From an optimization exercise on the open Yosys and OpenROAD flow, aimed at small area and few clock cycles per item; shortcuts taken in it are not production practice. Function was checked by simulation only, so behaviour that the tests miss may differ from the original. No activity file was given, so power comes from the tool's default toggle rates.

`flow/config.mk`:
```
export PLATFORM = sky130hd
export DESIGN_NAME = threshold_outer_boundary_marker
export DESIGN_NICKNAME = threshold_outer_boundary_marker
export VERILOG_FILES = /design/flow/design.v
export SDC_FILE = /design/flow/constraint.sdc
export NUM_CORES = 4
export LEC_CHECK = 0
export ABC_AREA = 1
export CAP_MARGIN = 35
export CORE_MARGIN = 2
export CORE_UTILIZATION = 65
export CTS_BUF_LIST = sky130_fd_sc_hd__clkbuf_8
export CTS_CLUSTER_DIAMETER = 50
export CTS_CLUSTER_SIZE = 16
export PLACE_DENSITY = 0.8
export SLEW_MARGIN = 45
```
`flow/constraint.sdc`:
```
create_clock -name core_clock -period 8.0 [get_ports {clk}]
set_input_delay 1.6000 -clock core_clock [delete_from_list [all_inputs] [get_ports {clk}]]
set_output_delay 1.6000 -clock core_clock [all_outputs]
set_load 0.01 [all_outputs]
```
`flow/design.v`:
```
`default_nettype none
package tobm_pkg;
  localparam int MAX_WIDTH  = 1024;
  localparam int COL_W      = $clog2(MAX_WIDTH);
  localparam int IWIDTH_W   = 11;
  localparam int LW         = (COL_W + 1 > IWIDTH_W) ? COL_W + 1 : IWIDTH_W;
  localparam int CH_W       = 8;
  localparam int SUM_W      = 10;
  localparam int THRESH_W   = 10;
  localparam int COLUMN_W   = 10;
  localparam int ROWS_W     = 2;
  localparam int CFG_IDX_W  = 2;
  localparam int CFG_DATA_W = 11;
  localparam logic [THRESH_W-1:0] THRESHOLD_RESET = THRESH_W'(300);
  localparam logic [IWIDTH_W-1:0] WIDTH_RESET     = IWIDTH_W'(650);
  localparam logic [ROWS_W-1:0]   ROWS_FULL       = ROWS_W'(2);
  typedef enum logic [CFG_IDX_W-1:0] {
    REG_SUM_THRESHOLD = CFG_IDX_W'(0),
    REG_IMAGE_WIDTH   = CFG_IDX_W'(1)
  } cfg_reg_t;
  typedef struct packed {
    logic fg;
    logic up;
  } line_bits_t;
  localparam int LINE_BITS_W = 2;   
  typedef struct packed {
    logic [COL_W-1:0] col;
    logic             first_col;
    logic             last_col;
    logic             rows_valid;
    logic             top;
    logic             center;
    logic             upper;
    logic             left;
    logic             right;
  } win_t;
endpackage
`default_nettype wire
`default_nettype none
module tobm_ram #(
  parameter int WIDTH = 3,
  parameter int M     = 4,
  parameter int NGRP  = 1
) (
  input  wire logic             clk,
  input  wire logic             shift,
  input  wire logic             shift_n,    
  input  wire logic [WIDTH-1:0] din,
  output logic      [WIDTH-1:0] dout
);
  logic [WIDTH-1:0] sr [NGRP*M];
  logic [WIDTH-1:0] gin [NGRP];
  for (genvar g = 0; g < NGRP; g++) begin : g_grp
    if (g == 0) begin : g_first
      assign gin[g] = din;
    end else begin : g_next
      assign gin[g] = sr[g*M-1];
    end
    always_ff @(posedge clk) begin
      sr[g*M] <= (gin[g] & {WIDTH{shift}}) | (sr[g*M+M-1] & {WIDTH{shift_n}});
      for (int i = 1; i < M; i++) begin
        sr[g*M+i] <= sr[g*M+i-1];
      end
    end
  end
  assign dout = sr[NGRP*M-1];
endmodule
`default_nettype wire
`default_nettype none
import tobm_pkg::*;
module tobm_cfg_regs (
  input  wire logic                    clk,
  input  wire logic                    rst_n,
  input  wire logic                    cfg_valid,
  output logic                         cfg_ready,
  input  wire logic [tobm_pkg::CFG_IDX_W-1:0]  cfg_index,
  input  wire logic [tobm_pkg::CFG_DATA_W-1:0] cfg_data,
  output logic [tobm_pkg::THRESH_W-1:0] sum_threshold,
  output logic [tobm_pkg::COL_W-1:0]    last_col
);
  logic [THRESH_W-1:0] thr_r;
  logic [COL_W-1:0]    wm1_r;
  logic [COL_W-1:0]    wm1_wr;
  assign cfg_ready = 1'b1;
  always_comb begin
    if (cfg_data == '0) begin
      wm1_wr = '0;
    end else if (cfg_data > CFG_DATA_W'(MAX_WIDTH)) begin
      wm1_wr = COL_W'(MAX_WIDTH - 1);
    end else begin
      wm1_wr = COL_W'(cfg_data - CFG_DATA_W'(1));
    end
  end
  always_ff @(posedge clk) begin
    if (!rst_n) begin
      thr_r <= THRESHOLD_RESET;
      wm1_r <= COL_W'(WIDTH_RESET - IWIDTH_W'(1));
    end else if (cfg_valid) begin
      if (cfg_index == REG_SUM_THRESHOLD) thr_r <= cfg_data[THRESH_W-1:0];
      if (cfg_index == REG_IMAGE_WIDTH)   wm1_r <= wm1_wr;
    end
  end
  assign sum_threshold = thr_r;
  assign last_col      = wm1_r;
endmodule
`default_nettype wire
`default_nettype none
import tobm_pkg::*;
module tobm_window #(
  parameter int M = 8
) (
  input  wire logic                       clk,
  input  wire logic                       rst_n,
  input  wire logic [tobm_pkg::COL_W-1:0] last_col,    
  input  wire logic                       adv,         
  input  wire logic [2:0]                 x_new,       
  output logic      [2:0]                 head,        
  output logic      [2:0]                 next         
);
  localparam int LAGMAX = M / 2;
  localparam int H      = LAGMAX + 2;
  localparam int LGM    = $clog2(M);
  localparam int LGL    = $clog2(LAGMAX + 1);
  localparam int NSEG = 9;                  
  logic [8:0]      half;                    
  logic            p_small;
  logic [8:0]      sel;                     
  logic            plain;
  logic            shift;
  logic            lagging;
  logic [LGM-1:0]  rot_r;
  logic [LGL-1:0]  lag_r;
  logic [2:0]      x_in;
  logic [2:0]      node [NSEG+1];
  logic [2:0]      sout [NSEG];
  logic [2:0]      h_r [H];
  logic [2:0]      h_d [H];
  logic            h_en [H];
  assign half    = last_col[COL_W-1:1];
  assign p_small = (half < 9'(H));
  assign sel     = half - 9'(H - 1);
  assign plain   = p_small || (sel[8:LGM] == '0);
  assign lagging = !plain && (lag_r != '0);
  assign shift = plain ? adv : ((rot_r == '0) && (lagging || adv));
  assign x_in  = lagging ? h_r[H-1] : x_new;
  always_ff @(posedge clk) begin
    if (!rst_n) begin
      rot_r <= '0;
      lag_r <= '0;
    end else begin
      if (!shift) begin
        rot_r <= rot_r + LGM'(1);
      end
      if (plain) begin
        lag_r <= '0;
      end else if (shift && !adv) begin
        lag_r <= lag_r - LGL'(1);
      end else if (!shift && adv) begin
        lag_r <= lag_r + LGL'(1);
      end
    end
  end
  assign node[0] = x_in;
  for (genvar k = 0; k < NSEG; k++) begin : g_seg
    if (k < LGM) begin : g_en
      logic [2:0] e_r [1 << k];
      always_ff @(posedge clk) begin
        if (shift) begin
          e_r[0] <= node[k];
          for (int i = 1; i < (1 << k); i++) begin
            e_r[i] <= e_r[i-1];
          end
        end
      end
      assign sout[k] = e_r[(1 << k) - 1];
    end else begin : g_rot
      tobm_ram #(
        .WIDTH (3),
        .M     (M),
        .NGRP  ((1 << k) / M)
      ) u_seg (
        .clk   (clk),
        .shift (shift),
        .shift_n (!shift),
        .din   (node[k]),
        .dout  (sout[k])
      );
    end
    assign node[k+1] = sel[k] ? sout[k] : node[k];
  end
  always_comb begin
    for (int i = 0; i < H; i++) begin
      h_en[i] = shift;
      if (p_small && (half == 9'(H - 1 - i))) begin
        h_d[i] = x_in;
      end else if (i == 0) begin
        h_d[i] = node[NSEG];
      end else begin
        h_d[i] = h_r[(i > 0) ? i - 1 : 0];
      end
      if (adv && lagging && shift && (i == H - int'(lag_r))) begin
        h_d[i] = x_new;
      end
      if (adv && !shift && !plain && (i == H - 1 - int'(lag_r))) begin
        h_d[i] = x_new;
        h_en[i] = 1'b1;
      end
    end
  end
  always_ff @(posedge clk) begin
    for (int i = 0; i < H; i++) begin
      if (h_en[i]) begin
        h_r[i] <= h_d[i];
      end
    end
  end
  always_comb begin
    head = h_r[H-1];
    next = h_r[H-2];
    for (int k = 1; k <= LAGMAX; k++) begin
      if (lagging && (lag_r == LGL'(k))) begin
        head = h_r[H-1-k];
        next = h_r[H-2-k];
      end
    end
  end
endmodule
`default_nettype wire
`default_nettype none
import tobm_pkg::*;
module threshold_outer_boundary_marker (
  input  wire logic clk,
  input  wire logic rst_n,
  input  wire logic                           in_valid,
  output logic                                in_ready,
  input  wire logic [tobm_pkg::CH_W-1:0]      in_red,
  input  wire logic [tobm_pkg::CH_W-1:0]      in_green,
  input  wire logic [tobm_pkg::CH_W-1:0]      in_blue,
  input  wire logic                           in_flush,
  output logic                                out_valid,
  input  wire logic                           out_ready,
  output logic                                out_edge,
  output logic [tobm_pkg::COLUMN_W-1:0]       out_column,
  output logic                                out_frame_end,
  input  wire logic                           cfg_valid,
  output logic                                cfg_ready,
  input  wire logic [tobm_pkg::CFG_IDX_W-1:0]  cfg_index,
  input  wire logic [tobm_pkg::CFG_DATA_W-1:0] cfg_data
);
  logic [THRESH_W-1:0] sum_threshold;
  logic [COL_W-1:0]    last_col;
  logic [SUM_W-1:0]    sum;
  logic                cur;
  logic                in_acc;
  logic                step;
  logic                produce;
  logic                adv;
  logic                edge_nxt;
  logic [COL_W-1:0]    prev_r;      
  logic                at0_r;       
  logic [COL_W-1:0]    col;         
  logic [ROWS_W-1:0]   rows_r;
  logic                left_r;
  logic                pend_a_r;
  logic                pend_u_r;
  logic [2:0]          head;
  logic [2:0]          next;
  logic [2:0]          x_in;
  logic                odd;
  logic                cen_a;
  logic                cen_u;
  logic                right_fg;
  logic                new_u;
  logic                ea;
  logic                eu;
  logic                oa;
  logic                ou;
  logic                a0;
  logic                a1;
  logic                u0;
  logic                u1;
  logic                first;
  logic                last;
  logic                top;
  logic                rows_valid;
  logic                out_valid_r;
  logic                out_edge_r;
  tobm_cfg_regs u_cfg_regs (
    .clk           (clk),
    .rst_n         (rst_n),
    .cfg_valid     (cfg_valid),
    .cfg_ready     (cfg_ready),
    .cfg_index     (cfg_index),
    .cfg_data      (cfg_data),
    .sum_threshold (sum_threshold),
    .last_col      (last_col)
  );
  assign col        = at0_r ? '0 : prev_r + COL_W'(1);
  assign first      = at0_r;
  assign last       = (col == last_col);
  assign odd        = col[0];
  assign rows_valid = (rows_r != '0);
  assign top        = (rows_r == ROWS_W'(1));
  assign in_ready = !out_valid_r || out_ready;
  assign in_acc   = in_valid && in_ready;
  assign step     = in_acc && !(in_flush && !rows_valid);
  assign produce  = step && rows_valid;
  assign adv      = step && (odd || last);
  assign sum = SUM_W'(in_red) + SUM_W'(in_green) + SUM_W'(in_blue);
  assign cur = !in_flush && (sum >= sum_threshold);
  tobm_window u_window (
    .clk      (clk),
    .rst_n    (rst_n),
    .last_col (last_col),
    .adv      (adv),
    .x_new    (x_in),
    .head     (head),
    .next     (next)
  );
  assign a0       = head[2] && head[1];
  assign a1       = head[2] && head[0];
  assign u0       = !head[2] && head[1];
  assign u1       = !head[2] && head[0];
  assign cen_a    = odd ? a1 : a0;
  assign cen_u    = odd ? u1 : u0;
  assign right_fg = odd ? (next[2] && next[1]) : a1;
  assign new_u = rows_valid && cen_a;
  always_comb begin
    if (odd) begin
      ea = pend_a_r;
      eu = pend_u_r;
      oa = cur;
      ou = new_u;
    end else begin
      ea = cur;
      eu = new_u;
      oa = 1'b0;
      ou = 1'b0;
    end
    if (ea || oa) begin
      x_in = {1'b1, ea, oa};
    end else begin
      x_in = {1'b0, eu, ou};
    end
  end
  always_comb begin
    if (cen_a) begin
      edge_nxt = top || in_flush || first || last;
    end else begin
      edge_nxt = cen_u || cur ||
                 (!first && left_r) || (!last && right_fg);
    end
  end
  always_ff @(posedge clk) begin
    if (!rst_n) begin
      at0_r       <= 1'b1;
      rows_r      <= '0;
      out_valid_r <= 1'b0;
    end else begin
      if (step) begin
        at0_r <= last;
        if (last) begin
          if (in_flush) begin
            rows_r <= '0;
          end else if (rows_r != ROWS_FULL) begin
            rows_r <= rows_r + ROWS_W'(1);
          end
        end
      end
      if (produce) begin
        out_valid_r <= 1'b1;
      end else if (out_ready) begin
        out_valid_r <= 1'b0;
      end
    end
  end
  always_ff @(posedge clk) begin
    if (step) begin
      prev_r   <= col;
      left_r   <= cen_a;
      pend_a_r <= cur;
      pend_u_r <= new_u;
    end
    if (produce) begin
      out_edge_r <= edge_nxt;
    end
  end
  assign out_valid     = out_valid_r;
  assign out_edge      = out_edge_r;
  assign out_column    = prev_r;
  assign out_frame_end = !rows_valid;
endmodule
`default_nettype wire
```
`flow/flow/run.sh`:
```
#!/bin/bash
# The standard layout (the standard.sh: ORFS synthesis to finish, same
# settings), except that the port buffers are the smallest buffer cell,
# buf_1, instead of the cell ORFS picks. Every port still gets its buffer.
set -euo pipefail
bash standard.sh 'BUFFER_PORTS_ARGS=-buffer_cell sky130_fd_sc_hd__buf_1' finish > standard.log 2>&1
```
`flow/standard.sh`:
```
#!/bin/bash
# synth_recipe.tcl (not shown) runs the flow's synth.tcl, then flattens the netlist and writes it again
# the make line also repeats each setting of config.mk as NAME=value (left out here)
make -C /OpenROAD-flow-scripts/flow DESIGN_CONFIG=/design/flow/config.mk WORK_HOME=/design/flow/orfs CLKGATE_MAP_FILE= SYNTH_SCRIPT=/design/flow/synth_recipe.tcl "${@:-finish}"
```
==> results.cfg, run 1 <==
[cts]
htree_levels = 3
root_buffer = clkbuf_8
clockBufferDepth = 3
numClockSinks = 1595
cts_inserted_buffers = 114
clk_latency_ns = 0.75
clk_pin_slew_worst_paths_ns = 0.10
ctsResizeCount = 0
cts_tree = built
hold_buffers = 0
post_cts_buffers = 0

[pwr]
leakagePower_nw = 17.6
power_density_mw_per_mm2 = 366
vdd_drop_max_mv = 0.245

[job]
maxCapViolCount = 0

[placed_design]
dpl_cell_area_sq_mm = 0.0396
hpwl_mm = 34.9
routabilityCongestion = 0.874
numPortBuffers = 56

[timing]
finalHoldViolCount = 0
rsz0062_at_grt = false
post-route-min-period_ns = 6.27
final_max_slew_viol_count = 0
slew_headroom = 0.519
worst_pin_slew_ns = 0.721
skew_ns = 0.0641
max_freq_mhz = 160
fin_setup_tns_ns = 0
setup_violations = 0
period_share = 0.783

[worst_setup_path]
worst-setup-path-type = in -> reg
critPathMaxStageDelay_ns = 0.46
critPathSlowestCell = fa_1
cp_max_fo = 4
crit_required_ns = 8.57
r2r-start = prev_r[0]
cp-end-kind = flop
reg2reg_to = u_window.h_r[0][0]
reg2reg_depth = 21
worstSetupStartpointType = input pin
cpMostUsedCell = nand2_1
crit_arrival_ns = 6.84
ff2ff_setup_slack_ns = 3.36

[routing]
first_pass_iters = 5
drt_wl_total_mm = 57.8
post_drt_wl_per_cell_um = 15.3
ant_nets = 0
drc = 0
num_vias = 18200
routed_via_density = 4.80
drt_first_iter_violations = 1008

[yosys]
yosysWarningCount = 37
synth_area_sq_mm = 0.0386
netlist_top_cells_area = dfxtp_1 (80%), nand2_1 (5.4%), edfxtp_1 (4.1%)
yosysTopAreaCell = dfxtp_1
synthesis.nets = 2948
ys.flop_type = dfxtp_1
synth_area_per_cell_sq_um = 13.5
synth_seq_cells = 1595
syn_inst = 2856
yosysTopAreaCellShare = 0.800
yosysUniqueCellTypes = 53
synthArstFlopShare = 0
seq_area_frac_synth = 0.841
synth_edf_count = 53

[floorplanning]
die-height_um = 248
rows = 89
die_w_um = 248
start_util = 0.656
fp.dieArea_sq_mm = 0.0613
pin_count = 58
core-area_sq_mm = 0.0588

[grt]
antenna_found_initial = 1
grt-ovfl-total = 0
grt_pass1_wl_mm = 95.6
track_usage = 0.195
grt_start_max_net_pins = 108
grt_pass1_vias = 18900

[worst_hold_path]
hold_class = reg -> reg
holdPathStages = 0
min_from = u_window.g_seg[8].g_rot.u_seg.sr[129][2]
hold-path-endpoint = u_window.g_seg[8].g_rot.u_seg.sr[130][2]

[cells_and_area]
syn2layout_area_growth_pct = 7.56
seqCellArea_sq_mm = 0.0325
stdcell_area_sq_mm = 0.0415
nets = 3076
multi_input_area_sq_mm = 0.00521
fillers = 3867
drive_above_1_share = 0.0667

[outcome]
status = no timing/DRC/antenna violations
[report_power, final]
part	internal [mW]	leakage [nW]	switching (mW)
Clock	1.48	1.02	2.29
Sequential	9.74	13.1	0.502
Combinational	0.332	3.49	0.847
[registers in the layout, summed over array words and instances (netlist names)]
register and flops:
u_window.rot_r 3, prev_r 10, u_window.g_seg.g_rot.u_seg.sr 1512, u_cfg_regs.wm1_r 10
pend_a_r 1, u_window.lag_r 3, out_edge_r 1, u_cfg_regs.thr_r 10
u_window.g_seg.g_en.e_r 21, pend_u_r 1, left_r 1, rows_r 2
out_valid_r 1, u_window.h_r 18, at0_r 1
[cell usage in the layout, fill, tap and decap left out, types with 12 or more instances in the layout]
master	instances
buf_1	56
ha_1	40
nand3_2	12
inv_1	180
nand2_1	554
clkbuf_8	117
edfxtp_1	53
o21ai_0	120
dfxtp_1	1542
nand3_1	41
a21oi_1	63
nor2_1	67
or2_2	14
[worst max-delay path, delay by kind of cell]
family / cells / cell delay, ns
adders and majority gates: 4 / 1.31
xor gates and xnor gates: 1 / 0.16
and+or+nand+nor: 10 / 1.07
buffers and inverters: 5 / 0.31
AOI/OAI and AO/OA: 16 / 2.38
[how the worst max path moves through the flow]
stage	from	endpoint	slack, ns	cells past startpoint
after floorplan	in_red[1]	u_window.h_r[0][2]	1.99	34
after detailed placement	in_red[1]	u_window.h_r[0][2]	1.01	33
final	in_red[1]	u_window.h_r[0][2]	1.73	36
after CTS	in_red[1]	u_window.h_r[0][2]	1.78	33
after global routing	in_red[1]	u_window.h_r[0][2]	1.21	36
after global placement	in_red[1]	u_window.h_r[0][2]	1.20	33
[area by class of cell]
type / instances / area share
Antenna cell: 1 / 0.0000603
Clock buffer: 117 / 0.0388
Clock inverter: 29 / 0.00736
Inverter: 178 / 0.0163
Multi-Input combinational cell: 1035 / 0.126
Sequential cell: 1595 / 0.782
Tap cell: 773 / 0.0233
Timing Repair Buffer: 60 / 0.00627
[cell families (layout without fill, tap and decap cells)]
logic type,Yosys count,in the layout,synth area share
DFF,1595,1595,0.841
adders and majority gates,49,49,0.0176
xor gates and xnor gates,16,16,0.00363
other,1,2,0.0000972
and+or+nand+nor,742,742,0.0819
buffers and inverters,226,384,0.0238
AOI/OAI and AO/OA,227,227,0.0315
[cell usage after synthesis, types with 11 or more instances]
| library cell | number |
|---|---|
| nand4_1 | 11 |
| clkbuf_1 | 23 |
| inv_1 | 170 |
| nand3_1 | 41 |
| buf_4 | 13 |
| a21oi_1 | 63 |
| dfxtp_1 | 1542 |
| edfxtp_1 | 53 |
| nor2_1 | 67 |
| nand3_2 | 12 |
| nand2_1 | 555 |
| ha_1 | 40 |
| or2_2 | 14 |
| o21ai_0 | 120 |
[metal layers]
layer / global-route usage / vias up / wire length, um
met5: 0 / - / 0
met4: 0.0666 / 0 / 1180
met3: 0.0322 / 97 / 2050
met2: 0.311 / 314 / 26400
met1: 0.275 / 8642 / 28200
li1: - / 9121 / -
[metrics by stage]
stage	setup slack, ns	util	hold slack, ns	std cells	power [mW]
finish	1.73	0.706	0.299	3788	15.2
global route	1.21	0.706	0.300	3788	15.9
CTS	1.78	0.706	0.296	3787	15.3
detailed placement	1.01	0.673	0.312	3641	11.6
global placement	1.20	0.673	0.310	3641	11.5
floorplan	1.99	-	0.310	2856	11.0
Testbench counts, summed over its fixed seeds: cycles 70,032, pixels 70,024.
==> inputs of run 2 (changes only) <==
--- a/flow/config.mk
+++ b/flow/config.mk
@@ -6,5 +6,4 @@
 export NUM_CORES = 4
 export LEC_CHECK = 0
-export ABC_AREA = 1
 export CAP_MARGIN = 35
 export CORE_MARGIN = 2
@@ -15,2 +14,4 @@
 export PLACE_DENSITY = 0.8
 export SLEW_MARGIN = 45
+export SYNTH_HIERARCHICAL = 1
+export SYNTH_MINIMUM_KEEP_SIZE = 0
==> run 2 against run 1 <==
  * Clock power shrank 3%
  * Non-clock buffer count rose by 2
  * Synthesized area up 0.11%
  * Utilization is 0.52 points lower
  * Largest power group unchanged
  * Highest routed layer unchanged
==> results.cfg, run 2 <==
[outcome]
status = no timing/DRC/antenna violations

[cts]
numClockSinks = 1595
post_cts_buffers = 0
cts_inserted_buffers = 113
root_buffer = clkbuf_8
hold_buffers = 0
htree_levels = 3
clockBufferDepth = 3
cts_tree = built
clk_pin_slew_worst_paths_ns = 0.10
ctsResizeCount = 0
clk_latency_ns = 0.76

[yosys]
synth_area_sq_mm = 0.0386
syn_inst = 2436
synth_area_per_cell_sq_um = 15.9
yosysWarningCount = 43
synthesis.nets = 2528

[worst_setup_path]
crit_arrival_ns = 6.71
cp-end-kind = flop
worstSetupStartpointType = input pin
cp_max_fo = 7
worst-setup-path-type = in -> reg
crit_required_ns = 8.68

[grt]
track_usage = 0.195
grt_pass1_vias = 18000
grt_pass1_wl_mm = 95.0
grt_start_max_net_pins = 115
grt-ovfl-total = 0
antenna_found_initial = 1

[floorplanning]
die_w_um = 248
pin_count = 58
die-height_um = 248
fp.dieArea_sq_mm = 0.0614
start_util = 0.656
core-area_sq_mm = 0.0589
rows = 89

[cells_and_area]
final_common_cell = dfxtp_1
regMostFlops = u_window.g_seg.g_rot.u_seg.sr
largestRegisters = u_window.g_seg.g_rot.u_seg.sr: 1512 flops, u_window.g_seg.g_en.e_r: 21 flops, u_window.h_r: 18 flops
mostFrequentLayoutCells = dfxtp_1 (1540), a22o_1 (183), clkbuf_8 (115), nand2_1 (87), inv_1 (73)
drive_above_1_share = 0.0824
largest_register_ffs = 1512
nets = 2652
syn2layout_area_growth_pct = 6.85

[placed_design]
numPortBuffers = 56
routabilityCongestion = 0.867
hpwl_mm = 33.5

[routing]
ant_nets = 0
drt_first_iter_violations = 1024
num_vias = 17100
first_pass_iters = 7
drt_wl_total_mm = 58.2
routed_via_density = 5.10
drc = 0
post_drt_wl_per_cell_um = 17.3

[timing]
post-route-min-period_ns = 6.03
skew_ns = 0.0517
period_share = 0.753
final_max_slew_viol_count = 0
fin_setup_tns_ns = 0
worst_pin_slew_ns = 0.764
slew_headroom = 0.491
rsz0062_at_grt = false
finalHoldViolCount = 0
setup_violations = 0
max_freq_mhz = 166

[worst_hold_path]
hold_class = reg -> reg

[pwr]
vdd_drop_max_mv = 0.515
power_density_mw_per_mm2 = 366
leakagePower_nw = 16.6
power_mw = 15.1

[job]
maxCapViolCount = 0
run 2: layer usage:
metal | part of all wire | vias to the layer above | GRT usage
met4 | 0.026 | 0 | 0.0675
met2 | 0.46 | 326 | 0.314
met1 | 0.47 | 8283 | 0.267
met5 | 0 | - | 0
li1 | - | 8391 | -
met3 | 0.037 | 119 | 0.0358
run 2: power by group:
part	total, mW	switching [mW]	leakage, nW	internal [mW]
Combinational	1.82	1.29	2.54	0.533
Sequential	9.63	0.431	13.1	9.20
Clock	3.67	2.28	0.967	1.39
Total	15.1	4.00	16.6	11.1
run 2: stage by stage:
step / instance area, sq um / util / std cells / hold WS, ns / setup slack [ns]
3_5_place_dp: 39400 / 0.669 / 3218 / 0.312 / 1.35
3_3_place_gp: 39400 / 0.669 / 3218 / 0.310 / 1.62
2_1_floorplan: 38600 / - / 2436 / 0.310 / 2.20
4_1_cts: 41300 / 0.700 / 3358 / 0.283 / 2.17
6_report: 41300 / 0.700 / 3359 / 0.302 / 1.97
5_1_grt: 41300 / 0.700 / 3359 / 0.296 / 1.71
run 2: critical path, cell delays in order:
cell,delay (ns)
buf_1,0.07
inv_1,0.05
fa_1,0.46
inv_1,0.07
ha_1,0.18
inv_1,0.06
fa_1,0.40
nor2b_1,0.12
o21ai_0,0.11
a21boi_0,0.30
o21a_1,0.17
nor2_1,0.05
xnor2_1,0.12
ha_1,0.29
a21o_1,0.16
a211o_1,0.28
o221a_2,0.32
nand2b_1,0.17
a31oi_1,0.53
nand3_1,0.21
a31oi_1,0.36
a21oi_1,0.17
a21oi_1,0.24
a22o_1,0.18
run 2: layout make-up:
class	count	area (sq um)
clock buffer	115	1580
timing repair buffer	62	263
clock inverter	25	233
tap	773	967
sequential	1595	32500
inverter	65	251
multi-input combinational	723	5500
fill	3603	17600
antenna	1	2.50
run 2: path summary, 6_finish.rpt:
path / cells past startpoint / to / from / slack (ns)
setup / recovery: 24 / u_window.g_seg[4].g_rot.u_seg.sr[0][1] / in_red[1] / 1.97
hold / removal: 0 / u_window.g_seg[5].g_rot.u_seg.sr[3][0] / u_window.g_seg[5].g_rot.u_seg.sr[2][0] / 0.30
setup reg to reg: 15 / u_window.h_r[0][1] / prev_r[0] / 2.43
hold reg to reg: 0 / u_window.g_seg[5].g_rot.u_seg.sr[3][0] / u_window.g_seg[5].g_rot.u_seg.sr[2][0] / 0.30
==> inputs of run 3 (changes only) <==
--- a/flow/design.v
+++ b/flow/design.v
@@ -140,5 +140,5 @@
   assign p_small = (half < 9'(H));
   assign sel     = half - 9'(H - 1);
-  assign plain   = p_small || (sel[8:LGM] == '0);
+  assign plain   = p_small;
   assign lagging = !plain && (lag_r != '0);
   assign shift = plain ? adv : ((rot_r == '0) && (lagging || adv));
@@ -163,20 +163,17 @@
   assign node[0] = x_in;
   for (genvar k = 0; k < NSEG; k++) begin : g_seg
-    if (k < LGM) begin : g_en
-      logic [2:0] e_r [1 << k];
+    if (k == 0) begin : g_en
+      logic [2:0] e_r;
       always_ff @(posedge clk) begin
         if (shift) begin
-          e_r[0] <= node[k];
-          for (int i = 1; i < (1 << k); i++) begin
-            e_r[i] <= e_r[i-1];
-          end
+          e_r <= node[k];
         end
       end
-      assign sout[k] = e_r[(1 << k) - 1];
+      assign sout[k] = e_r;
     end else begin : g_rot
       tobm_ram #(
         .WIDTH (3),
-        .M     (M),
-        .NGRP  ((1 << k) / M)
+        .M     ((k < LGM) ? (1 << k) : M),
+        .NGRP  ((k < LGM) ? 1 : (1 << k) / M)
       ) u_seg (
         .clk   (clk),
--- a/flow/config.mk
+++ b/flow/config.mk
@@ -10,6 +10,6 @@
 export CORE_UTILIZATION = 65
 export CTS_BUF_LIST = sky130_fd_sc_hd__clkbuf_8
-export CTS_CLUSTER_DIAMETER = 50
-export CTS_CLUSTER_SIZE = 16
+export CTS_CLUSTER_DIAMETER = 45
+export CTS_CLUSTER_SIZE = 20
 export PLACE_DENSITY = 0.8
 export SLEW_MARGIN = 45
==> run 3 against run 2 <==
  * Still clean
  * Utilization increased by 1.7 points
  * Critical path depth increased by 1
  * Routed wire length increased by 6.1%
  * Fmax increased by 2.3%
  * Critical path type unchanged
==> results.cfg, run 3 <==
[outcome]
status = no timing/DRC/antenna violations

[routing]
routed_via_density = 5.05
drt_wl_total_mm = 61.7
ant_nets = 0
drt_first_iter_violations = 985
first_pass_iters = 7
num_vias = 16900
post_drt_wl_per_cell_um = 18.4
drc = 0

[grt]
grt_pass1_vias = 17900
grt_pass1_wl_mm = 99.0
antenna_found_initial = 1
grt-ovfl-total = 0
track_usage = 0.208
grt_start_max_net_pins = 151

[floorplanning]
fp.dieArea_sq_mm = 0.0608
rows = 88
core-area_sq_mm = 0.0579
die-height_um = 247
die_w_um = 247
pin_count = 58
start_util = 0.660

[worst_setup_path]
worst-setup-path-type = in -> reg
crit_required_ns = 8.65
startpoint = in_red[1]
worstSetupStartpointType = input pin
critPathMaxStageDelay_ns = 0.47
crit_arrival_ns = 6.54
cpMostUsedCell = inv_1
cp-end-kind = flop
cp_max_fo = 8
critPathSlowestCell = fa_1
r2r-start = prev_r[0]

[timing]
fin_setup_tns_ns = 0
finalHoldViolCount = 0
setup_violations = 0
rsz0062_at_grt = false
max_freq_mhz = 170
setup_slack_ns = 2.11
worst_pin_slew_ns = 0.712
period_share = 0.736
post-route-min-period_ns = 5.89
final_max_slew_viol_count = 0
slew_headroom = 0.525
skew_ns = 0.0458

[yosys]
synthesis.nets = 2481
synth_area_sq_mm = 0.0382
yosysWarningCount = 43
syn_inst = 2388
synth_area_per_cell_sq_um = 16.0

[pwr]
power_density_mw_per_mm2 = 341
leakagePower_nw = 16.6
vdd_drop_max_mv = 0.265

[cells_and_area]
fin_util = 0.717
nets = 2598
stdcell_area_sq_mm = 0.0415
regMostFlops = u_window.g_seg.g_rot.u_seg.sr
largestRegisters = u_window.g_seg.g_rot.u_seg.sr: 1530 flops, u_window.h_r: 18 flops
final_common_cell = dfxtp_1
fin_cells = 3346
mostFrequentLayoutCells = dfxtp_1 (1559), a22o_1 (189), clkbuf_8 (116), nand2_1 (83), inv_1 (67)
largest_register_ffs = 1530
drive_above_1_share = 0.0981
syn2layout_area_growth_pct = 8.60

[placed_design]
dp_slack_ns = 1.37
dpl_cell_area_sq_mm = 0.0391
numPortBuffers = 56
dpl.cell_count = 3160
routabilityCongestion = 0.842
hpwl_mm = 34.1

[worst_hold_path]
hold_class = reg -> reg
min_from = u_window.g_seg[5].g_rot.u_seg.sr[29][2]

[cts]
root_buffer = clkbuf_8
cts_inserted_buffers = 107
clockBufferDepth = 3
cts_tree = built
clk_latency_ns = 0.76
clk_pin_slew_worst_paths_ns = 0.12
post_cts_buffers = 0
ctsResizeCount = 0
hold_buffers = 0
htree_levels = 3
numClockSinks = 1595

[job]
maxCapViolCount = 0
-- run 3: cell types whose count changed in the layout (fill, tap and decap cells not counted), moves of 7 or more --
cell and change:
dfxtp_1 +19, edfxtp_1 -18, o21ai_0 -17, a21oi_1 -13, clkinv_8 +9, bufinv_16 +8, clkinv_2 +8, clkinvlp_4 +8
nand3_1 -7
-- run 3: final timing paths --
path / end / cells after the start / slack [ns]
worst max-delay path: u_window.g_seg[7].g_rot.u_seg.sr[0][1] / 25 / 2.11
worst min-delay path: u_window.g_seg[5].g_rot.u_seg.sr[30][2] / 0 / 0.31
worst max register to register: u_window.h_r[0][0] / 14 / 2.76
worst min register to register: u_window.g_seg[5].g_rot.u_seg.sr[30][2] / 0 / 0.31
-- run 3: stage by stage --
step / total power, mW / hold slack [ns]
after floorplan: 9.70 / 0.310
after CTS: 14.2 / 0.299
final: 14.2 / 0.309
after global routing: 14.7 / 0.292
after detailed placement: 10.0 / 0.312
after global placement: 9.94 / 0.310
-- run 3: cell type report --
type / count / area [sq um]
well taps: 765 / 957
fillers: 3462 / 16400
flip-flops and latches: 1595 / 32300
diodes: 1 / 2.50
multi-input cells: 679 / 5320
repair buffers: 65 / 319
clock inverters: 68 / 826
clock buffers: 116 / 1600
inverters: 57 / 219
-- run 3: worst max-delay path, delay by kind of cell --
kind                     cells  cell delay (ns)
buffers and inverters        5             0.41
AND/OR/NAND/NOR              3             0.38
AO/OA/AOI/OAI               11             2.39
adder cells (fa/ha/maj)      4             1.30
multiplexers                 1             0.29
XOR/XNOR                     1             0.16
-- run 3: layer usage --
layer	global-route usage	wire [um]	vias to the layer above
met5	0	0	-
met4	0.0602	1350	0
met3	0.0392	2260	112
met2	0.338	29300	293
met1	0.287	28900	8233
li1	-	-	8253
-- run 3: power breakdown --
part           total (mW)  switching [mW]  leakage [nW]  internal, mW
combinational        1.12           0.759          2.46         0.356
clock                4.30            2.54          1.24          1.76
sequential           8.75           0.227          12.9          8.52
Testbench counts of run 3, summed over its fixed seeds: cycles 70,032, pixels 70,024.
==> inputs of run 4 (changes only) <==
--- a/flow/config.mk
+++ b/flow/config.mk
@@ -10,6 +10,6 @@
 export CORE_UTILIZATION = 65
 export CTS_BUF_LIST = sky130_fd_sc_hd__clkbuf_8
-export CTS_CLUSTER_DIAMETER = 45
-export CTS_CLUSTER_SIZE = 20
+export CTS_CLUSTER_DIAMETER = 40
+export CTS_CLUSTER_SIZE = 16
 export PLACE_DENSITY = 0.8
 export SLEW_MARGIN = 45
==> run 4 against run 3 <==
  * Still clean
  * Non-clock buffer count unchanged
  * Worst hold slack worse by 0.013 ns
  * Final cell count down 0.66%
  * Routed wire length down 2.7%
  * Synthesized area unchanged
  * First-iteration DRC count down 16%
  * Global-route usage down 0.47 points
  * Critical path depth unchanged
  * Synthesized cell count unchanged
  * Clock power down 7.2%
  * Critical endpoint unchanged
==> results.cfg, run 4 <==
[floorplanning]
start_util = 0.660
die-height_um = 247
core-area_sq_mm = 0.0579
pin_count = 58
fp.dieArea_sq_mm = 0.0608
rows = 88
die_w_um = 247

[cts]
clk_latency_ns = 0.77
clk_pin_slew_worst_paths_ns = 0.09
numClockSinks = 1595
ctsResizeCount = 0
hold_buffers = 0
post_cts_buffers = 0
clockBufferDepth = 3
htree_levels = 3
cts_inserted_buffers = 120
cts_tree = built
root_buffer = clkbuf_8

[yosys]
synthesis.nets = 2481
syn_inst = 2388
yosysWarningCount = 43
synth_area_sq_mm = 0.0382
synth_area_per_cell_sq_um = 16.0

[timing]
setup_violations = 0
worst_pin_slew_ns = 0.709
final_max_slew_viol_count = 0
skew_ns = 0.0561
period_share = 0.739
slew_headroom = 0.526
finalHoldViolCount = 0
rsz0062_at_grt = false
post-route-min-period_ns = 5.91
max_freq_mhz = 169
fin_setup_tns_ns = 0

[job]
maxCapViolCount = 0

[pwr]
leakagePower_nw = 16.5
power_density_mw_per_mm2 = 336
vdd_drop_max_mv = 0.302
power_mw = 13.8

[cells_and_area]
syn2layout_area_growth_pct = 7.78
largest_register_ffs = 1530
final_common_cell = dfxtp_1
fin_util = 0.712
fillers = 3539
nets = 2611
regMostFlops = u_window.g_seg.g_rot.u_seg.sr
drive_above_1_share = 0.0927
mostFrequentLayoutCells = dfxtp_1 (1559), a22o_1 (189), clkbuf_8 (126), nand2_1 (83), inv_1 (61)
largestRegisters = u_window.g_seg.g_rot.u_seg.sr: 1530 flops, u_window.h_r: 18 flops
stdcell_area_sq_mm = 0.0412

[placed_design]
dpl_cell_area_sq_mm = 0.0391
numPortBuffers = 56
routabilityCongestion = 0.842
hpwl_mm = 34.1

[worst_setup_path]
crit_required_ns = 8.65
cp-end-kind = flop
worstSetupStartpointType = input pin
worst-setup-path-type = in -> reg
crit_arrival_ns = 6.56
cp_max_fo = 8

[worst_hold_path]
hold_class = reg -> reg

[routing]
drt_wl_total_mm = 60.1
post_drt_wl_per_cell_um = 18.1
drc = 0
num_vias = 16900
routed_via_density = 5.08
ant_nets = 0
first_pass_iters = 5
drt_first_iter_violations = 830

[outcome]
status = no timing/DRC/antenna violations

[grt]
grt_pass1_wl_mm = 97.3
grt_pass1_vias = 17900
track_usage = 0.203
grt-ovfl-total = 0
grt_start_max_net_pins = 151
antenna_found_initial = 1
## run 4: changes by cell type in the layout (fill, tap and decap cells not counted), moves of 2 or more
cell / previous run / this run
inv_12: 6 / 2
bufinv_16: 10 / 2
clkinv_8: 10 / 3
inv_1: 67 / 61
clkbuf_8: 116 / 126
inv_8: 2 / 6
clkinv_2: 9 / 3
clkinvlp_4: 11 / 3
inv_6: 6 / 8
## run 4: per-layer routing
| metal | wire (um) | global-route usage |
|---|---|---|
| met1 | 28500 | 0.281 |
| met2 | 27600 | 0.324 |
| met3 | 2510 | 0.0425 |
| met4 | 1480 | 0.0634 |
| met5 | 0 | 0 |
## run 4: final cells by class
class                   instances  area (sq um)  share of cell area
diodes                          1          2.50           0.0000607
well taps                     765           957              0.0232
clock inverters                36           374             0.00908
inverters                      57           219             0.00531
clock buffers                 126          1730              0.0421
repair buffers                 65           319             0.00774
flip-flops and latches       1595         32300               0.783
multi-input cells             679          5320               0.129
## run 4: through the flow
step	hold slack (ns)	instances	setup WS [ns]
6_report	0.296	3324	2.09
5_1_grt	0.310	3324	1.77
4_1_cts	0.295	3322	2.16
3_5_place_dp	0.312	3160	1.37
3_3_place_gp	0.310	3159	1.53
2_1_floorplan	0.310	2388	1.98
## run 4: final timing paths
| check | depth (start not counted) | slack [ns] | end | start |
|---|---|---|---|---|
| min reg2reg | 0 | 0.30 | u_window.g_seg[6].g_rot.u_seg.sr[33][1] | u_window.g_seg[6].g_rot.u_seg.sr[32][1] |
| max reg2reg | 14 | 2.77 | u_window.h_r[0][0] | prev_r[0] |
| min | 0 | 0.30 | u_window.g_seg[6].g_rot.u_seg.sr[33][1] | u_window.g_seg[6].g_rot.u_seg.sr[32][1] |
| max | 25 | 2.09 | u_window.g_seg[7].g_rot.u_seg.sr[0][1] | in_red[1] |
## run 4: power breakdown
part	switching (mW)	leakage (nW)	internal, mW	total (mW)
clock	2.43	1.10	1.55	3.99
combinational	0.751	2.46	0.355	1.11
sequential	0.218	12.9	8.52	8.73
## run 4: critical path, cell delays in order
cell	delay (ns)
buf_1	0.07
inv_1	0.05
fa_1	0.47
inv_1	0.07
ha_1	0.16
inv_1	0.05
fa_1	0.40
nor2b_1	0.12
o21ai_0	0.10
a21boi_0	0.28
o21a_1	0.17
nor2_1	0.05
xnor2_1	0.13
ha_1	0.30
a21o_1	0.18
a211o_1	0.29
o221a_2	0.30
nor3_1	0.21
a31oi_1	0.06
buf_4	0.17
a311o_1	0.37
a22oi_1	0.31
a221oi_2	0.17
mux2_2	0.30
a22o_1	0.17
==> inputs of run 5 (changes only) <==
--- a/flow/config.mk
+++ b/flow/config.mk
@@ -10,5 +10,5 @@
 export CORE_UTILIZATION = 65
 export CTS_BUF_LIST = sky130_fd_sc_hd__clkbuf_8
-export CTS_CLUSTER_DIAMETER = 40
+export CTS_CLUSTER_DIAMETER = 50
 export CTS_CLUSTER_SIZE = 16
 export PLACE_DENSITY = 0.8
==> run 5 against run 4 <==
  * Combinational power about the same
  * Worst hold slack improved by 0.021 ns
  * Global-route usage about the same
  * Via count decreased by 0.46%
  * Sequential cell count unchanged
  * Still clean
  * Critical path type unchanged
  * Synthesized cell count unchanged
  * Highest routed layer unchanged
==> results.cfg, run 5 <==
[outcome]
status = no timing/DRC/antenna violations

[cells_and_area]
fin_cells = 3301
drive_above_1_share = 0.0852
nets = 2606
mostFrequentLayoutCells = dfxtp_1 (1559), a22o_1 (189), clkbuf_8 (117), nand2_1 (83), inv_1 (58)
syn2layout_area_growth_pct = 7.07
multi_input_area_sq_mm = 0.00532
fillers = 3565
seqCellArea_sq_mm = 0.0323
fin_util = 0.707
final_common_cell = dfxtp_1
regMostFlops = u_window.g_seg.g_rot.u_seg.sr
largestRegisters = u_window.g_seg.g_rot.u_seg.sr: 1530 flops, u_window.h_r: 18 flops
largest_register_ffs = 1530
stdcell_area_sq_mm = 0.0409

[placed_design]
routabilityCongestion = 0.842
hpwl_mm = 34.1
dpl.cell_count = 3160
dpl_cell_area_sq_mm = 0.0391
numPortBuffers = 56

[pwr]
combPwrFrac = 0.082
vdd_drop_max_mv = 0.298
p_int_mw = 10.3
switching_share = 0.244
power_density_mw_per_mm2 = 331
leakagePower_nw = 16.3
p_clk_frac = 0.274
switching_power_mw = 3.31
seq_power_share = 0.644

[yosys]
synth_area_per_cell_sq_um = 16.0
synth_area_sq_mm = 0.0382
synthesis.nets = 2481
yosysWarningCount = 43
syn_inst = 2388

[timing]
max_freq_mhz = 168
period_share = 0.743
worst_pin_slew_ns = 0.719
fin_setup_tns_ns = 0
final_max_slew_viol_count = 0
skew_ns = 0.0386
setup_violations = 0
rsz0062_at_grt = false
slew_headroom = 0.520
finalHoldViolCount = 0
post-route-min-period_ns = 5.95

[worst_setup_path]
critPathCapture = u_window.g_seg[7].g_rot.u_seg.sr[0][1]
reg2reg_depth = 14
critPathTopFamily = compound AO/OA/AOI/OAI gates
critPathMaxStageDelay_ns = 0.47
ff2ff_setup_slack_ns = 2.81
reg2reg_to = u_window.h_r[0][0]
worstSetupStartpointType = input pin
critPathBufInv = 5
cp_max_fo = 8
cpMostUsedCell = inv_1
worst-setup-path-type = in -> reg
cp-end-kind = flop
crit_arrival_ns = 6.59
startpoint = in_red[1]
r2r-start = prev_r[0]
crit_required_ns = 8.65
critPathSlowestCell = fa_1
cp_num_cells = 25

[routing]
ant_nets = 0
post_drt_wl_per_cell_um = 18.2
drc = 0
num_vias = 16800
drt_first_iter_violations = 815
drt_wl_total_mm = 60.1
first_pass_iters = 7
routed_via_density = 5.10

[cts]
htree_levels = 3
clk_latency_ns = 0.75
clockBufferDepth = 3
cts_tree = built
cts_inserted_buffers = 115
numClockSinks = 1595
hold_buffers = 0
root_buffer = clkbuf_8
ctsResizeCount = 0
clk_pin_slew_worst_paths_ns = 0.09
post_cts_buffers = 0

[floorplanning]
core-area_sq_mm = 0.0579
die-height_um = 247
pin_count = 58
rows = 88
fp.dieArea_sq_mm = 0.0608
die_w_um = 247
start_util = 0.660

[grt]
track_usage = 0.203
grt_start_max_net_pins = 151
grt_pass1_wl_mm = 96.9
antenna_found_initial = 2
grt-ovfl-total = 0
grt_pass1_vias = 17800

[job]
maxCapViolCount = 0

[worst_hold_path]
hold_class = reg -> reg
[run 5: changes by cell type in the layout (fill, tap and decap cells not counted)]
cell        delta
diode_2        +1
clkinv_4       -2
inv_6          -5
clkbuf_8       -9
inv_16         -1
inv_4          -1
inv_1          -3
bufinv_16      -1
inv_8          +1
inv_12         -1
clkinvlp_4     -2
[run 5: through the flow]
stage	setup slack, ns	power, mW	hold slack [ns]
after floorplan	1.98	9.70	0.310
after global placement	1.53	9.94	0.310
after detailed placement	1.37	10.0	0.312
after CTS	2.14	13.7	0.320
after global routing	1.78	14.1	0.325
final	2.05	13.6	0.318
[run 5: layer usage]
| metal | GRT usage | vias to the layer above | part of all wire | wire [um] |
|---|---|---|---|---|
| met5 | 0 | - | 0 | 0 |
| met2 | 0.326 | 311 | 0.46 | 27900 |
| met1 | 0.281 | 8178 | 0.47 | 28500 |
| li1 | - | 8218 | - | - |
| met4 | 0.0618 | 0 | 0.022 | 1310 |
| met3 | 0.0399 | 113 | 0.039 | 2340 |
[run 5: worst min path at each step]
stage	startpoint	end	depth (start not counted)
after floorplan	u_window.g_seg[1].g_rot.u_seg.sr[0][0]	u_window.g_seg[1].g_rot.u_seg.sr[1][0]	0
after global placement	u_window.g_seg[6].g_rot.u_seg.sr[6][2]	u_window.g_seg[6].g_rot.u_seg.sr[7][2]	0
after detailed placement	u_window.g_seg[6].g_rot.u_seg.sr[30][2]	u_window.g_seg[6].g_rot.u_seg.sr[31][2]	0
after CTS	u_window.g_seg[8].g_rot.u_seg.sr[146][2]	u_window.g_seg[8].g_rot.u_seg.sr[147][2]	0
after global routing	u_window.g_seg[3].g_rot.u_seg.sr[6][2]	u_window.g_seg[3].g_rot.u_seg.sr[7][2]	0
final	u_window.g_seg[3].g_rot.u_seg.sr[4][0]	u_window.g_seg[3].g_rot.u_seg.sr[5][0]	0
[run 5: power groups by stage]
stage	clock (mW)	combinational, mW	sequential (mW)
after floorplan	0	0.896	8.80
after global placement	0	1.05	8.89
after detailed placement	0	1.08	8.91
after CTS	3.81	1.10	8.75
after global routing	4.09	1.22	8.79
final	3.72	1.11	8.74
[run 5: final cells by class]
| cell class | instances | share of cell area |
|---|---|---|
| clock inverter | 21 | 0.00550 |
| antenna | 2 | 0.000122 |
| clock buffer | 117 | 0.0393 |
| sequential | 1595 | 0.788 |
| timing repair buffer | 65 | 0.00779 |
| inverter | 57 | 0.00535 |
| tap | 765 | 0.0234 |
| multi-input combinational | 679 | 0.130 |
==> inputs of run 6 (changes only) <==
--- a/flow/config.mk
+++ b/flow/config.mk
@@ -8,9 +8,9 @@
 export CAP_MARGIN = 35
 export CORE_MARGIN = 2
-export CORE_UTILIZATION = 65
+export CORE_UTILIZATION = 60
 export CTS_BUF_LIST = sky130_fd_sc_hd__clkbuf_8
 export CTS_CLUSTER_DIAMETER = 50
 export CTS_CLUSTER_SIZE = 16
-export PLACE_DENSITY = 0.8
+export PLACE_DENSITY = 0.75
 export SLEW_MARGIN = 45
 export SYNTH_HIERARCHICAL = 1
==> run 6 against run 5 <==
  * Still clean on timing, DRC and antenna
  * First-iteration DRC count increased by 28%
  * Sequential power is essentially flat
  * Clock skew down 0.0022 ns
  * Synthesized area is the same
  * Count of clock-buffer cells in the layout decreased by 3
  * Largest power group unchanged
==> results.cfg, run 6 <==
[outcome]
status = no timing/DRC/antenna violations

[routing]
drt_first_iter_violations = 1044
first_pass_iters = 5
post_drt_wl_per_cell_um = 16.6
num_vias = 16700
drt_wl_total_mm = 56.0
drc = 0
routed_via_density = 4.94
ant_nets = 0

[floorplanning]
rows = 92
pin_count = 58
die_w_um = 256
fp.dieArea_sq_mm = 0.0658
start_util = 0.606
die-height_um = 256
core-area_sq_mm = 0.0631

[timing]
final_max_slew_viol_count = 0
post-route-min-period_ns = 5.97
setup_violations = 0
period_share = 0.746
worst_pin_slew_ns = 0.724
slew_headroom = 0.517
finalHoldViolCount = 0
fin_setup_tns_ns = 0
fin_hold_ws_ns = 0.301
rsz0062_at_grt = false
max_freq_mhz = 168
setup_slack_ns = 2.03
skew_ns = 0.0364

[placed_design]
routabilityCongestion = 0.884
dp_slack_ns = 1.31
numPortBuffers = 56
dpl_cell_area_sq_mm = 0.0392
hpwl_mm = 33.4

[cts]
root_buffer = clkbuf_8
numClockSinks = 1595
cts_tree = built
clockBufferDepth = 3
clk_latency_ns = 0.75
hold_buffers = 0
ctsResizeCount = 0
post_cts_buffers = 0
clk_pin_slew_worst_paths_ns = 0.10
cts_inserted_buffers = 113
htree_levels = 3

[yosys]
synth_area_sq_mm = 0.0382
yosysWarningCount = 43
synth_area_per_cell_sq_um = 16.0
syn_inst = 2388
synthesis.nets = 2481

[cells_and_area]
final_common_cell = dfxtp_1
fillers = 4384
nets = 2605
mostFrequentLayoutCells = dfxtp_1 (1559), a22o_1 (189), clkbuf_8 (114), nand2_1 (83), inv_1 (63)
stdcell_area_sq_mm = 0.0410
regMostFlops = u_window.g_seg.g_rot.u_seg.sr
largestRegisters = u_window.g_seg.g_rot.u_seg.sr: 1530 flops, u_window.h_r: 18 flops
largest_register_ffs = 1530
syn2layout_area_growth_pct = 7.10
antenna_cells = 0
drive_above_1_share = 0.0833

[pwr]
leakagePower_nw = 16.3
power_density_mw_per_mm2 = 328
vdd_drop_max_mv = 0.360

[grt]
grt_start_max_net_pins = 122
grt-ovfl-total = 0
track_usage = 0.173
grt_pass1_wl_mm = 91.9
antenna_found_initial = 0
grt_pass1_vias = 17400

[worst_setup_path]
crit_required_ns = 8.62
reg2reg_depth = 14
worst-setup-path-type = in -> reg
crit_arrival_ns = 6.59
cp_max_fo = 8
cp-end-kind = flop
worstSetupStartpointType = input pin

[job]
maxCapViolCount = 0

[worst_hold_path]
hold_class = reg -> reg
holdPathStages = 0
run 6: final cells by class:
type                            instances  area, sq um  share of cell area
Clock inverter                         22          205             0.00501
Sequential cell                      1595        32300               0.788
Tap cell                              846         1060              0.0258
Clock buffer                          114         1570              0.0383
Multi-Input combinational cell        679         5320               0.130
Inverter                               57          219             0.00535
Timing Repair Buffer                   66          298             0.00727
run 6: critical path, stage by stage:
cell      delay (ns)
buf_1           0.07
inv_1           0.05
fa_1            0.46
inv_1           0.08
ha_1            0.19
inv_1           0.06
fa_1            0.41
nor2b_1         0.12
o21ai_0         0.11
a21boi_0        0.28
o21a_1          0.16
nor2_1          0.05
xnor2_1         0.16
ha_1            0.27
a21o_1          0.17
a211o_1         0.29
o221a_2         0.31
nor3_1          0.20
a31oi_1         0.06
buf_4           0.17
a311o_1         0.36
a22oi_1         0.33
a221oi_2        0.16
mux2_2          0.30
a22o_1          0.17
run 6: metrics by stage:
stage | total power, mW | cells | utilization
detailed placement | 10.0 | 3241 | 0.621
finish | 13.4 | 3379 | 0.649
floorplan | 9.70 | 2388 | -
CTS | 13.6 | 3377 | 0.649
global route | 14.0 | 3379 | 0.649
global placement | 9.95 | 3240 | 0.621
run 6: path summary, 6_finish.rpt:
| kind | slack (ns) | startpoint | endpoint |
|---|---|---|---|
| min reg2reg | 0.30 | u_window.g_seg[8].g_rot.u_seg.sr[82][0] | u_window.g_seg[8].g_rot.u_seg.sr[83][0] |
| min | 0.30 | u_window.g_seg[8].g_rot.u_seg.sr[82][0] | u_window.g_seg[8].g_rot.u_seg.sr[83][0] |
| max | 2.03 | in_red[1] | u_window.g_seg[7].g_rot.u_seg.sr[0][1] |
| max reg2reg | 2.67 | prev_r[0] | u_window.h_r[0][0] |
run 6: where the power goes:
group	internal (mW)	leakage, nW	switching, mW
Sequential	8.52	12.9	0.207
Combinational	0.334	2.45	0.757
Clock	1.35	0.935	2.26
Total	10.2	16.3	3.23
run 6: routing by layer:
layer / wire, um / GRT usage / vias to the layer above
met3: 2090 / 0.0325 / 122
li1: - / - / 8228
met1: 27900 / 0.249 / 8044
met2: 24600 / 0.265 / 306
met4: 1460 / 0.0615 / 0
met5: 0 / 0 / -

-- port drivers added, routing unchanged --
In the flow no input, the clock included, has a driving cell. The finished layouts below were timed again as built, in two steps.
Step 1 sets driving cells, clkbuf_16 on the clock port and buf_2 on the other inputs (assumed; they add their load-dependent delay and slew).
Step 2 also shifts input and output timing later by t, the mid clock arrival at the registers, as if the neighbouring blocks saw the same clock.
a / b / c = no drivers / after step 1 / after step 2; a / b = the first two.
| run | t, ns | slack for setup (ns) | slew at the worst register clock pin (ns) |
|---|---|---|---|
| run 1 | 0.775 | 1.732 / 1.765 / 0.990 | 0.10 / 0.10 |
| run 2 | 0.786 | 1.974 / 1.999 / 1.213 | 0.10 / 0.10 |
| run 3 | 0.798 | 2.110 / 2.140 / 1.341 | 0.12 / 0.12 |
| run 4 | 0.794 | 2.088 / 2.118 / 1.324 | 0.10 / 0.10 |
| run 5 | 0.784 | 2.054 / 2.084 / 1.301 | 0.12 / 0.12 |
| run 6 | 0.778 | 2.032 / 2.055 / 1.276 | 0.11 / 0.11 |
After both steps setup and hold are still met in every run listed. The setup slack of run 3, which loses most, moves by +0.030 ns with the drivers and by -0.769 ns with both steps.
